What follows belongs to an exercise in optimizing a design on an open flow for small area, a short achievable clock period and few clock cycles per item; a production flow would make more cautious choices.
At most, simulation tests tie the RTL to the original design; equivalence was not proved.
Power is estimated from default activity; no workload was simulated.

==> wip/umber <==
==> flow/design.v <==
`default_nettype none
package tfj_pkg;
	localparam int MAX_WIDTH = 32;
	localparam int MAX_WORDS = 16;
	localparam logic [7:0] SPACE_CHAR = 8'd32;
	localparam logic [5:0] WIDTH_RESET = 6'd16;
	typedef struct packed {
		logic take;
		logic copy;
		logic div;
		logic full;
		logic emit;
		logic line_clear;
	} tfj_cmd_t;
	typedef struct packed {
		logic tend;
		logic wl_zero;
		logic words_zero;
		logic need_break;
		logic copy_last;
		logic div_done;
		logic emit_done;
	} tfj_sts_t;
endpackage
`default_nettype wire
`default_nettype none
module tfj_ctrl (
	input  wire logic       clk,
	input  wire logic       arst_n,
	input  wire logic [4:0] wm1,
	input  wire logic       nl_ready,
	input  wire logic [5:0] nl_len,
	input  wire logic       nl_cut,
	input  wire logic [4:0] nl_bm1,
	input  wire logic [3:0] nl_rem,
	output logic            nl_take,
	input  wire logic       q_v,
	input  wire logic [8:0] q_data,
	output logic            rd_take,
	input  wire logic       out_ready,
	output logic            out_valid,
	output logic [7:0]      out_byte,
	output logic            out_line_last,
	output logic            out_word_cut
);
	logic       cur_q;
	logic [4:0] pos_q;
	logic [5:0] let_q;
	logic [4:0] gap_q;
	logic [4:0] bm1_q;
	logic [3:0] rem_q;
	logic       ng_q;
	logic       cut_q;
	logic       ov_q;
	logic [7:0] ob_q;
	logic       ol_q;
	logic       oc_q;
	logic       sv_q;
	logic [7:0] sb_q;
	logic       sl_q;
	logic       sc_q;
	logic       gz_q;     
	logic       lz_q;     
	logic       lst_q;    
	logic       c_gap;
	logic       c_pad;
	logic       c_gs;
	logic       c_let;
	logic       emit;
	logic       last;
	logic [7:0] eb;
	assign c_gap = !gz_q;
	assign c_pad = gz_q && lz_q;
	assign c_gs  = !c_gap && !c_pad && q_v && q_data[8] && ng_q;
	assign c_let = !c_gap && !c_pad && q_v && !(q_data[8] && ng_q);
	assign emit  = cur_q && !sv_q && (c_gap || c_pad || q_v);
	assign last  = lst_q;
	assign eb    = c_let ? q_data[7:0] : tfj_pkg::SPACE_CHAR;
	assign rd_take = emit && c_let;
	assign nl_take = nl_ready && (!cur_q || (emit && last));
	always_ff @(posedge clk or negedge arst_n) begin
		if (!arst_n) begin
			cur_q <= 1'b0;
			pos_q <= 5'd0;
			let_q <= 6'd0;
			gap_q <= 5'd0;
			ng_q  <= 1'b0;
			gz_q  <= 1'b1;
			lz_q  <= 1'b1;
			lst_q <= 1'b1;
			ov_q  <= 1'b0;
			sv_q  <= 1'b0;
		end else begin
			if (emit) begin
				pos_q <= pos_q - 5'd1;
				lst_q <= pos_q == 5'd1;
				if (c_gap) begin
					gap_q <= gap_q - 5'd1;
					gz_q  <= gap_q == 5'd1;
				end
				if (c_gs) begin
					gap_q <= bm1_q + {4'd0, rem_q != 4'd0};
					gz_q  <= bm1_q == 5'd0 && rem_q == 4'd0;
					ng_q  <= 1'b0;
				end
				if (c_let) begin
					let_q <= let_q - 6'd1;
					lz_q  <= let_q == 6'd1;
					ng_q  <= 1'b1;
				end
				if (last) begin
					cur_q <= 1'b0;
				end
			end
			if (nl_take) begin
				cur_q <= 1'b1;
				pos_q <= wm1;
				lst_q <= wm1 == 5'd0;
				let_q <= nl_len;
				lz_q  <= nl_len == 6'd0;
				gap_q <= 5'd0;
				gz_q  <= 1'b1;
				ng_q  <= 1'b0;
			end
			if (!ov_q || out_ready) begin
				ov_q <= emit || sv_q;
				sv_q <= 1'b0;
			end else if (emit) begin
				sv_q <= 1'b1;
			end
		end
	end
	always_ff @(posedge clk) begin
		if (emit && c_gs && rem_q != 4'd0) begin
			rem_q <= rem_q - 4'd1;
		end
		if (nl_take) begin
			bm1_q <= nl_bm1;
			rem_q <= nl_rem;
			cut_q <= nl_cut;
		end
		if (!ov_q || out_ready) begin
			if (sv_q) begin
				ob_q <= sb_q;
				ol_q <= sl_q;
				oc_q <= sc_q;
			end else begin
				ob_q <= eb;
				ol_q <= last;
				oc_q <= cut_q;
			end
		end
		if (emit) begin
			sb_q <= eb;
			sl_q <= last;
			sc_q <= cut_q;
		end
	end
	assign out_valid     = ov_q;
	assign out_byte      = ob_q;
	assign out_line_last = ol_q;
	assign out_word_cut  = oc_q;
endmodule
`default_nettype wire
`default_nettype none
module tfj_dp (
	input  wire logic       clk,
	input  wire logic       arst_n,
	input  wire logic       wr_en,
	input  wire logic       wr_adv,
	input  wire logic [8:0] wr_data,
	input  wire logic       rd_take,
	output logic            q_v,
	output logic [8:0]      q_data
);
	logic [8:0] mem [64];
	logic [3:0] wa_q;
	logic [3:0] wb_q;
	logic [3:0] wc_q;
	logic [5:0] ra_q;
	logic [6:0] mc_q;     
	logic       ne_q;     
	logic       load;
	logic [8:0] r1 [16];
	logic [8:0] r2 [4];
	logic [8:0] rd;
	always_comb begin
		for (int i = 0; i < 16; i++) begin
			r1[i] = ra_q[1] ? (ra_q[0] ? mem[4 * i + 3] : mem[4 * i + 2])
				: (ra_q[0] ? mem[4 * i + 1] : mem[4 * i]);
		end
		for (int i = 0; i < 4; i++) begin
			r2[i] = ra_q[3] ? (ra_q[2] ? r1[4 * i + 3] : r1[4 * i + 2])
				: (ra_q[2] ? r1[4 * i + 1] : r1[4 * i]);
		end
		rd = ra_q[5] ? (ra_q[4] ? r2[3] : r2[2]) : (ra_q[4] ? r2[1] : r2[0]);
	end
	assign load = (rd_take || !q_v) && ne_q;
	always_ff @(posedge clk) begin
		for (int i = 0; i < 64; i++) begin
			if (wr_en && wa_q[i % 4] && wb_q[(i / 4) % 4] && wc_q[i / 16]) begin
				mem[i] <= wr_data;
			end
		end
		if (load) begin
			q_data <= rd;
		end
	end
	always_ff @(posedge clk or negedge arst_n) begin
		if (!arst_n) begin
			wa_q <= 4'b0001;
			wb_q <= 4'b0001;
			wc_q <= 4'b0001;
			ra_q <= 6'd0;
			mc_q <= 7'd0;
			ne_q <= 1'b0;
			q_v  <= 1'b0;
		end else begin
			if (wr_adv) begin
				wa_q <= {wa_q[2:0], wa_q[3]};
				if (wa_q[3]) begin
					wb_q <= {wb_q[2:0], wb_q[3]};
					if (wb_q[3]) begin
						wc_q <= {wc_q[2:0], wc_q[3]};
					end
				end
			end
			if (wr_adv && !load) begin
				mc_q <= mc_q + 7'd1;
			end else if (!wr_adv && load) begin
				mc_q <= mc_q - 7'd1;
			end
			ne_q <= wr_adv || (ne_q && !(mc_q == 7'd1 && load));
			if (load) begin
				ra_q <= ra_q + 6'd1;
				q_v  <= 1'b1;
			end else if (rd_take) begin
				q_v <= 1'b0;
			end
		end
	end
endmodule
`default_nettype wire
`default_nettype none
module text_full_justify_top (
	input  wire logic       clk,
	input  wire logic       arst_n,
	input  wire logic       cfg_we,
	input  wire logic [5:0] cfg_wdata,
	input  wire logic       in_valid,
	output logic            in_ready,
	input  wire logic [7:0] in_byte,
	input  wire logic       in_byte_valid,
	input  wire logic       in_word_end,
	input  wire logic       in_text_end,
	output logic            out_valid,
	input  wire logic       out_ready,
	output logic [7:0]      out_byte,
	output logic            out_line_last,
	output logic            out_word_cut
);
	logic [5:0] w_q;
	logic [4:0] wm1_q;
	logic       rdy_q;
	logic       it_v;
	logic [7:0] it_b;
	logic       it_bv;
	logic       it_cl;
	logic       it_te;
	logic [5:0] wlc_q;    
	logic       wfull_q;  
	logic       ovf_q;    
	logic [6:0] occ_q;    
	logic       b_v;
	logic [5:0] b_wl;
	logic       b_ovf;
	logic       b_ne;     
	logic       b_brk;    
	logic       b_tep;    
	logic [5:0] len_q;    
	logic [4:0] n_q;      
	logic       cut_q;
	logic [5:0] rp1_q;    
	logic       le_q;     
	logic       dst_q;
	logic [2:0] dcnt_q;
	logic [4:0] ds_q;
	logic [3:0] dr_q;
	logic       nl_v;
	logic [5:0] nl_len;
	logic       nl_cut;
	logic [4:0] nl_bm1;
	logic [3:0] nl_rem;
	logic       nl_take;
	logic       q_v;
	logic [8:0] q_data;
	logic       rd_take;
	logic       accept;
	logic       in_cl;
	logic       a_stall;
	logic       a_cons;
	logic       store;
	logic [5:0] wlc_new;
	logic       xfer;
	logic       ne_new;
	logic       b_fresh;
	logic [5:0] add_len;
	logic       add_cut;
	logic       div_done;
	logic       b_stall;
	logic       b_proc;
	logic       b_cons;
	logic       b_v_d;
	logic [4:0] t5;
	logic       qbit;
	logic [3:0] gaps;
	logic       it_v_nx;
	logic       cl_nx;
	logic       room;
	logic       wfull_safe;
	assign in_cl  = in_word_end | in_text_end;
	assign accept = in_valid && rdy_q;
	assign in_ready = rdy_q;
	assign a_stall = it_cl && b_v;
	assign a_cons  = it_v && !a_stall;
	assign store   = a_cons && it_bv && !wfull_q;
	assign wlc_new = wlc_q + {5'd0, it_bv && !wfull_q};
	assign xfer    = a_cons && it_cl;
	assign ne_new  = wlc_q != 6'd0 || it_bv;
	assign b_fresh  = b_brk || le_q;
	assign add_len  = (b_fresh ? 6'd0 : len_q) + b_wl;
	assign add_cut  = (b_fresh ? 1'b0 : cut_q) | b_ovf;
	assign div_done = !dst_q && dcnt_q == 3'd5;
	assign b_stall  = b_brk ? (nl_v || !div_done) : (b_tep && nl_v);
	assign b_proc   = b_v && !b_stall;
	assign b_cons   = b_proc && !(b_brk && b_tep);
	assign b_v_d    = xfer || (b_v && !b_cons);
	assign gaps = n_q[3:0] - 4'd1;
	assign t5   = {dr_q, ds_q[4]};
	assign qbit = t5 >= {1'b0, gaps};
	always_ff @(posedge clk or negedge arst_n) begin
		if (!arst_n) begin
			w_q     <= tfj_pkg::WIDTH_RESET;
			wm1_q   <= 5'(tfj_pkg::WIDTH_RESET - 6'd1);
			rdy_q   <= 1'b1;
			it_v    <= 1'b0;
			wlc_q   <= 6'd0;
			wfull_q <= 1'b0;
			ovf_q   <= 1'b0;
			occ_q   <= 7'd0;
			b_v     <= 1'b0;
			len_q   <= 6'd0;
			n_q     <= 5'd0;
			cut_q   <= 1'b0;
			rp1_q   <= 6'd0;
			le_q    <= 1'b1;
			dst_q   <= 1'b0;
			dcnt_q  <= 3'd0;
			nl_v    <= 1'b0;
		end else begin
			if (cfg_we) begin
				if (cfg_wdata == 6'd0) begin
					w_q   <= 6'd1;
					wm1_q <= 5'd0;
				end else if (cfg_wdata > 6'd32) begin
					w_q   <= 6'd32;
					wm1_q <= 5'd31;
				end else begin
					w_q   <= cfg_wdata;
					wm1_q <= 5'(cfg_wdata - 6'd1);
				end
			end
			if (accept) begin
				it_v <= 1'b1;
			end else if (a_cons) begin
				it_v <= 1'b0;
			end
			if (xfer) begin
				wlc_q   <= 6'd0;
				wfull_q <= 1'b0;
				ovf_q   <= 1'b0;
			end else if (a_cons && it_bv) begin
				if (!wfull_q) begin
					wlc_q   <= wlc_new;
					wfull_q <= wlc_q[4:0] == wm1_q;
				end else begin
					ovf_q <= 1'b1;
				end
			end
			if (store && !rd_take) begin
				occ_q <= occ_q + 7'd1;
			end else if (!store && rd_take) begin
				occ_q <= occ_q - 7'd1;
			end
			b_v <= b_v_d;
			if (b_proc && b_ne) begin
				len_q <= add_len;
				n_q   <= (b_fresh ? 5'd0 : n_q) + 5'd1;
				le_q  <= 1'b0;
				cut_q <= add_cut;
				rp1_q <= b_fresh ? (w_q - b_wl) : (rp1_q + ~b_wl);
			end
			if (b_proc && !b_brk && b_tep) begin
				len_q <= 6'd0;
				n_q   <= 5'd0;
				le_q  <= 1'b1;
				cut_q <= 1'b0;
			end
			dst_q <= b_proc && b_ne;
			if (dst_q) begin
				dcnt_q <= 3'd0;
			end else if (dcnt_q != 3'd5) begin
				dcnt_q <= dcnt_q + 3'd1;
			end
			if (b_proc && (b_brk || b_tep)) begin
				nl_v <= 1'b1;
			end else if (nl_take) begin
				nl_v <= 1'b0;
			end
			rdy_q <= !(it_v_nx && cl_nx && b_v_d) && (room || wfull_safe);
		end
	end
	always_ff @(posedge clk) begin
		if (accept) begin
			it_b  <= in_byte;
			it_bv <= in_byte_valid;
			it_cl <= in_cl;
			it_te <= in_text_end;
		end
		if (xfer) begin
			b_wl  <= wlc_new;
			b_ovf <= ovf_q || (it_bv && wfull_q);
			b_ne  <= ne_new;
			b_brk <= ne_new && !le_q && (wlc_new >= rp1_q || n_q[4]);
			b_tep <= it_te && (ne_new || !le_q);
		end else if (b_proc && b_brk) begin
			b_wl  <= 6'd0;
			b_ovf <= 1'b0;
			b_ne  <= 1'b0;
			b_brk <= 1'b0;
		end
		if (dst_q) begin
			ds_q <= 5'(w_q - len_q);
			dr_q <= 4'd0;
		end else if (dcnt_q != 3'd5) begin
			ds_q <= {ds_q[3:0], qbit};
			dr_q <= qbit ? 4'(t5 - {1'b0, gaps}) : t5[3:0];
		end
		if (b_proc && b_brk) begin
			nl_len <= len_q;
			nl_cut <= cut_q;
			nl_bm1 <= ds_q - 5'd1;
			nl_rem <= dr_q;
		end else if (b_proc && b_tep) begin
			nl_len <= add_len;
			nl_cut <= add_cut;
			nl_bm1 <= 5'd0;
			nl_rem <= 4'd0;
		end
	end
	assign it_v_nx = accept || (it_v && !a_cons);
	assign cl_nx   = accept ? in_cl : it_cl;
	assign room    = store ? (occ_q <= 7'd62) : (occ_q <= 7'd63);
	assign wfull_safe = !(it_v && it_cl) && !(accept && in_cl)
		&& (wfull_q || (it_v && it_bv && wlc_q[4:0] == wm1_q));
	tfj_dp u_dp (
		.clk     (clk),
		.arst_n  (arst_n),
		.wr_en   (it_v && it_bv && !wfull_q),
		.wr_adv  (store),
		.wr_data ({wlc_q == 6'd0, it_b}),
		.rd_take (rd_take),
		.q_v     (q_v),
		.q_data  (q_data)
	);
	tfj_ctrl u_ctrl (
		.clk           (clk),
		.arst_n        (arst_n),
		.wm1           (wm1_q),
		.nl_ready      (nl_v),
		.nl_len        (nl_len),
		.nl_cut        (nl_cut),
		.nl_bm1        (nl_bm1),
		.nl_rem        (nl_rem),
		.nl_take       (nl_take),
		.q_v           (q_v),
		.q_data        (q_data),
		.rd_take       (rd_take),
		.out_ready     (out_ready),
		.out_valid     (out_valid),
		.out_byte      (out_byte),
		.out_line_last (out_line_last),
		.out_word_cut  (out_word_cut)
	);
endmodule
`default_nettype wire
==> flow/run.sh <==
#!/bin/bash
# synth_recipe.tcl (not shown) runs the flow's synth.tcl, then flattens the netlist and writes it again
# the make line also repeats each setting of config.mk as NAME=value (left out here)
make -C /OpenROAD-flow-scripts/flow DESIGN_CONFIG=/design/flow/config.mk WORK_HOME=/design/flow/orfs CLKGATE_MAP_FILE= SYNTH_SCRIPT=/design/flow/synth_recipe.tcl finish
==> flow/config.mk <==
export PLATFORM = sky130hd
export DESIGN_NAME = text_full_justify_top
export DESIGN_NICKNAME = text_full_justify_top
export VERILOG_FILES = /design/flow/design.v
export SDC_FILE = /design/flow/constraint.sdc
export NUM_CORES = 4
export LEC_CHECK = 0
export ABC_CLOCK_PERIOD_IN_PS = 2600
export CAP_MARGIN = 20
export CORE_MARGIN = 2
export CORE_UTILIZATION = 40
export SETUP_SLACK_MARGIN = 4.4
export SLEW_MARGIN = 20
==> flow/constraint.sdc <==
create_clock -name core_clock -period 7.0 [get_ports {clk}]
set_input_delay 1.4000 -clock core_clock [delete_from_list [all_inputs] [get_ports {clk}]]
set_output_delay 1.4000 -clock core_clock [all_outputs]
set_load 0.01 [all_outputs]
==> wip/onyx (differences from wip/umber) <==
--- a/flow/design.v
+++ b/flow/design.v
@@ -27,7 +27,7 @@
 module tfj_ctrl (
 	input  wire logic       clk,
 	input  wire logic       arst_n,
-	input  wire logic [4:0] wm1,
+	input  wire logic [5:0] w,
 	input  wire logic       nl_ready,
 	input  wire logic [5:0] nl_len,
 	input  wire logic       nl_cut,
@@ -44,7 +44,7 @@
 	output logic            out_word_cut
 );
 	logic       cur_q;
-	logic [4:0] pos_q;
+	logic [5:0] pos_q;    
 	logic [5:0] let_q;
 	logic [4:0] gap_q;
 	logic [4:0] bm1_q;
@@ -81,7 +81,7 @@
 	always_ff @(posedge clk or negedge arst_n) begin
 		if (!arst_n) begin
 			cur_q <= 1'b0;
-			pos_q <= 5'd0;
+			pos_q <= 6'd0;
 			let_q <= 6'd0;
 			gap_q <= 5'd0;
 			ng_q  <= 1'b0;
@@ -92,8 +92,8 @@
 			sv_q  <= 1'b0;
 		end else begin
 			if (emit) begin
-				pos_q <= pos_q - 5'd1;
-				lst_q <= pos_q == 5'd1;
+				pos_q <= pos_q - 6'd1;
+				lst_q <= pos_q == 6'd2;
 				if (c_gap) begin
 					gap_q <= gap_q - 5'd1;
 					gz_q  <= gap_q == 5'd1;
@@ -114,8 +114,8 @@
 			end
 			if (nl_take) begin
 				cur_q <= 1'b1;
-				pos_q <= wm1;
-				lst_q <= wm1 == 5'd0;
+				pos_q <= w;
+				lst_q <= w == 6'd1;
 				let_q <= nl_len;
 				lz_q  <= nl_len == 6'd0;
 				gap_q <= 5'd0;
@@ -171,7 +171,8 @@
 	input  wire logic [8:0] wr_data,
 	input  wire logic       rd_take,
 	output logic            q_v,
-	output logic [8:0]      q_data
+	output logic [8:0]      q_data,
+	output logic [6:0]      mc
 );
 	logic [8:0] mem [64];
 	logic [3:0] wa_q;
@@ -196,6 +197,7 @@
 		rd = ra_q[5] ? (ra_q[4] ? r2[3] : r2[2]) : (ra_q[4] ? r2[1] : r2[0]);
 	end
 	assign load = (rd_take || !q_v) && ne_q;
+	assign mc   = mc_q;
 	always_ff @(posedge clk) begin
 		for (int i = 0; i < 64; i++) begin
 			if (wr_en && wa_q[i % 4] && wb_q[(i / 4) % 4] && wc_q[i / 16]) begin
@@ -260,7 +262,6 @@
 	output logic            out_word_cut
 );
 	logic [5:0] w_q;
-	logic [4:0] wm1_q;
 	logic       rdy_q;
 	logic       it_v;
 	logic [7:0] it_b;
@@ -270,7 +271,6 @@
 	logic [5:0] wlc_q;    
 	logic       wfull_q;  
 	logic       ovf_q;    
-	logic [6:0] occ_q;    
 	logic       b_v;
 	logic [5:0] b_wl;
 	logic       b_ovf;
@@ -295,6 +295,7 @@
 	logic       q_v;
 	logic [8:0] q_data;
 	logic       rd_take;
+	logic [6:0] mc;
 	logic       accept;
 	logic       in_cl;
 	logic       a_stall;
@@ -341,13 +342,11 @@
 	always_ff @(posedge clk or negedge arst_n) begin
 		if (!arst_n) begin
 			w_q     <= tfj_pkg::WIDTH_RESET;
-			wm1_q   <= 5'(tfj_pkg::WIDTH_RESET - 6'd1);
-			rdy_q   <= 1'b1;
+			rdy_q   <= 1'b0;
 			it_v    <= 1'b0;
 			wlc_q   <= 6'd0;
 			wfull_q <= 1'b0;
 			ovf_q   <= 1'b0;
-			occ_q   <= 7'd0;
 			b_v     <= 1'b0;
 			len_q   <= 6'd0;
 			n_q     <= 5'd0;
@@ -360,14 +359,11 @@
 		end else begin
 			if (cfg_we) begin
 				if (cfg_wdata == 6'd0) begin
-					w_q   <= 6'd1;
-					wm1_q <= 5'd0;
+					w_q <= 6'd1;
 				end else if (cfg_wdata > 6'd32) begin
-					w_q   <= 6'd32;
-					wm1_q <= 5'd31;
+					w_q <= 6'd32;
 				end else begin
-					w_q   <= cfg_wdata;
-					wm1_q <= 5'(cfg_wdata - 6'd1);
+					w_q <= cfg_wdata;
 				end
 			end
 			if (accept) begin
@@ -382,16 +378,11 @@
 			end else if (a_cons && it_bv) begin
 				if (!wfull_q) begin
 					wlc_q   <= wlc_new;
-					wfull_q <= wlc_q[4:0] == wm1_q;
+					wfull_q <= wlc_new == w_q;
 				end else begin
 					ovf_q <= 1'b1;
 				end
 			end
-			if (store && !rd_take) begin
-				occ_q <= occ_q + 7'd1;
-			end else if (!store && rd_take) begin
-				occ_q <= occ_q - 7'd1;
-			end
 			b_v <= b_v_d;
 			if (b_proc && b_ne) begin
 				len_q <= add_len;
@@ -460,9 +451,9 @@
 	end
 	assign it_v_nx = accept || (it_v && !a_cons);
 	assign cl_nx   = accept ? in_cl : it_cl;
-	assign room    = store ? (occ_q <= 7'd62) : (occ_q <= 7'd63);
+	assign room    = (mc + {6'd0, q_v} + {6'd0, store}) <= 7'd63;
 	assign wfull_safe = !(it_v && it_cl) && !(accept && in_cl)
-		&& (wfull_q || (it_v && it_bv && wlc_q[4:0] == wm1_q));
+		&& (wfull_q || (it_v && it_bv && wlc_q + 6'd1 == w_q));
 	tfj_dp u_dp (
 		.clk     (clk),
 		.arst_n  (arst_n),
@@ -471,12 +462,13 @@
 		.wr_data ({wlc_q == 6'd0, it_b}),
 		.rd_take (rd_take),
 		.q_v     (q_v),
-		.q_data  (q_data)
+		.q_data  (q_data),
+		.mc      (mc)
 	);
 	tfj_ctrl u_ctrl (
 		.clk           (clk),
 		.arst_n        (arst_n),
-		.wm1           (wm1_q),
+		.w             (w_q),
 		.nl_ready      (nl_v),
 		.nl_len        (nl_len),
 		.nl_cut        (nl_cut),
--- a/flow/config.mk
+++ b/flow/config.mk
@@ -8,6 +8,8 @@
 export ABC_CLOCK_PERIOD_IN_PS = 2600
 export CAP_MARGIN = 20
 export CORE_MARGIN = 2
-export CORE_UTILIZATION = 40
-export SETUP_SLACK_MARGIN = 4.4
+export CORE_UTILIZATION = 78
+export CTS_CLUSTER_DIAMETER = 70
+export CTS_CLUSTER_SIZE = 24
+export SETUP_SLACK_MARGIN = 4.5
 export SLEW_MARGIN = 20
==> wip/harbor (differences from wip/umber) <==
--- a/flow/design.v
+++ b/flow/design.v
@@ -181,20 +181,6 @@
 	logic [6:0] mc_q;     
 	logic       ne_q;     
 	logic       load;
-	logic [8:0] r1 [16];
-	logic [8:0] r2 [4];
-	logic [8:0] rd;
-	always_comb begin
-		for (int i = 0; i < 16; i++) begin
-			r1[i] = ra_q[1] ? (ra_q[0] ? mem[4 * i + 3] : mem[4 * i + 2])
-				: (ra_q[0] ? mem[4 * i + 1] : mem[4 * i]);
-		end
-		for (int i = 0; i < 4; i++) begin
-			r2[i] = ra_q[3] ? (ra_q[2] ? r1[4 * i + 3] : r1[4 * i + 2])
-				: (ra_q[2] ? r1[4 * i + 1] : r1[4 * i]);
-		end
-		rd = ra_q[5] ? (ra_q[4] ? r2[3] : r2[2]) : (ra_q[4] ? r2[1] : r2[0]);
-	end
 	assign load = (rd_take || !q_v) && ne_q;
 	always_ff @(posedge clk) begin
 		for (int i = 0; i < 64; i++) begin
@@ -203,7 +189,7 @@
 			end
 		end
 		if (load) begin
-			q_data <= rd;
+			q_data <= mem[ra_q];
 		end
 	end
 	always_ff @(posedge clk or negedge arst_n) begin
==> summary of the runs <==
- Against wip/onyx, the clock power of wip/harbor is higher by about 70%.
- Against wip/harbor, the worst setup slack of wip/umber is better by 0.39 ns.
- The lowest power belongs to wip/onyx, the highest to wip/umber.
- Combinational power: wip/onyx > wip/umber > wip/harbor.
- Between wip/harbor and wip/umber, the lower critical path depth is in wip/umber (gap 8).
- The highest clock skew belongs to wip/harbor, the lowest to wip/onyx.
- Of wip/harbor and wip/onyx, wip/harbor has the higher flip-flop and latch count (gap 11).
- Cell area, highest first: wip/harbor, wip/umber, wip/onyx.
- Between wip/onyx and wip/harbor, the lower clock-buffer cell count is in wip/onyx (gap 51).
==> figures <==
quantity                                                                                 wip/onyx                wip/harbor   wip/umber
Async SR Flop Fraction                                                                     12.22%                    13.48%      13.48%
Clock Skew                                                                             0.02575 ns                0.05073 ns  0.03963 ns
Yosys warns                                                                                     6                         4           6
Met2 Resource Use GR                                                                       59.98%                    41.47%      30.36%
Routed length on met2                                                                    41.25 mm                  51.08 mm    36.77 mm
Ant diodes                                                                                      7                         4           1
Result of the run                                                        timing/DRC/antenna clean  timing/DRC/antenna clean  timing/DRC/antenna clean
Non-CTS inverters                                                                              61                        79          68
Final sequential cell count                                                                   753                       764         764
Adder-Cell Fraction of Synth Area                                                          2.467%                    2.825%      2.742%
Num tapcells                                                                                  525                      1060        1050
Internal power of the cells                                                            0.008753 W                0.009596 W  0.009981 W
Endpoint of the worst setup timing path                                  u_dp.q_data[7]$_DFFE_PP_  u_dp.q_data[8]$_DFFE_PP_    in_ready
Total vias in the final route                                                              19.21k                    22.52k      17.18k
Fraction of area in multi-input gates                                                      26.62%                    26.37%      25.07%
Cells after synthesis                                                                        1892                      2270        1927
Worst Path Arrival                                                                        3.00 ns                   3.48 ns     1.30 ns
Layout-to-synthesis area ratio                                                            1.1015x                   1.1997x     1.1519x
Non-clk buf share                                                                          3.323%                    4.391%      2.503%
Number of distinct standard cells referenced by the synthesized netlist                        70                        89          71
Testbench counts of wip/onyx, summed over its fixed seeds: cycles 14,959, bytes 14,730.
No functional check of the RTL was part of wip/umber and wip/harbor.

[separate check: timing with driven ports]
In the flow no input, the clock included, has a driving cell. The finished layouts below were timed again as built, in two steps.
Step 1, drivers: a clkbuf_16 drives clk and a buf_2 each remaining input, both assumed.
Step 2 adds t to the input delays and takes it off the output delays; t is the mean of the earliest and latest rising clock arrival at the registers after step 1. Input paths then give back, and output paths get back, about the clock's delay inside the block.
a / b / c = ideal ports / drivers / drivers and shift; a / b = the first two.
run	shift t [ns]	slack for setup (ns)	cell pins on the clock port's net
wip/umber	0.689	4.296 / 4.231 / 3.883	1
wip/onyx	0.663	4.352 / 4.352 / 4.289	1
wip/harbor	0.694	3.905 / 3.905 / 3.762	1
After both steps every run listed still meets setup and hold. For wip/umber, which loses most, drivers alone change the setup slack by -0.065 ns; drivers and shift together by -0.413 ns. Setup slack includes reset recovery checks.
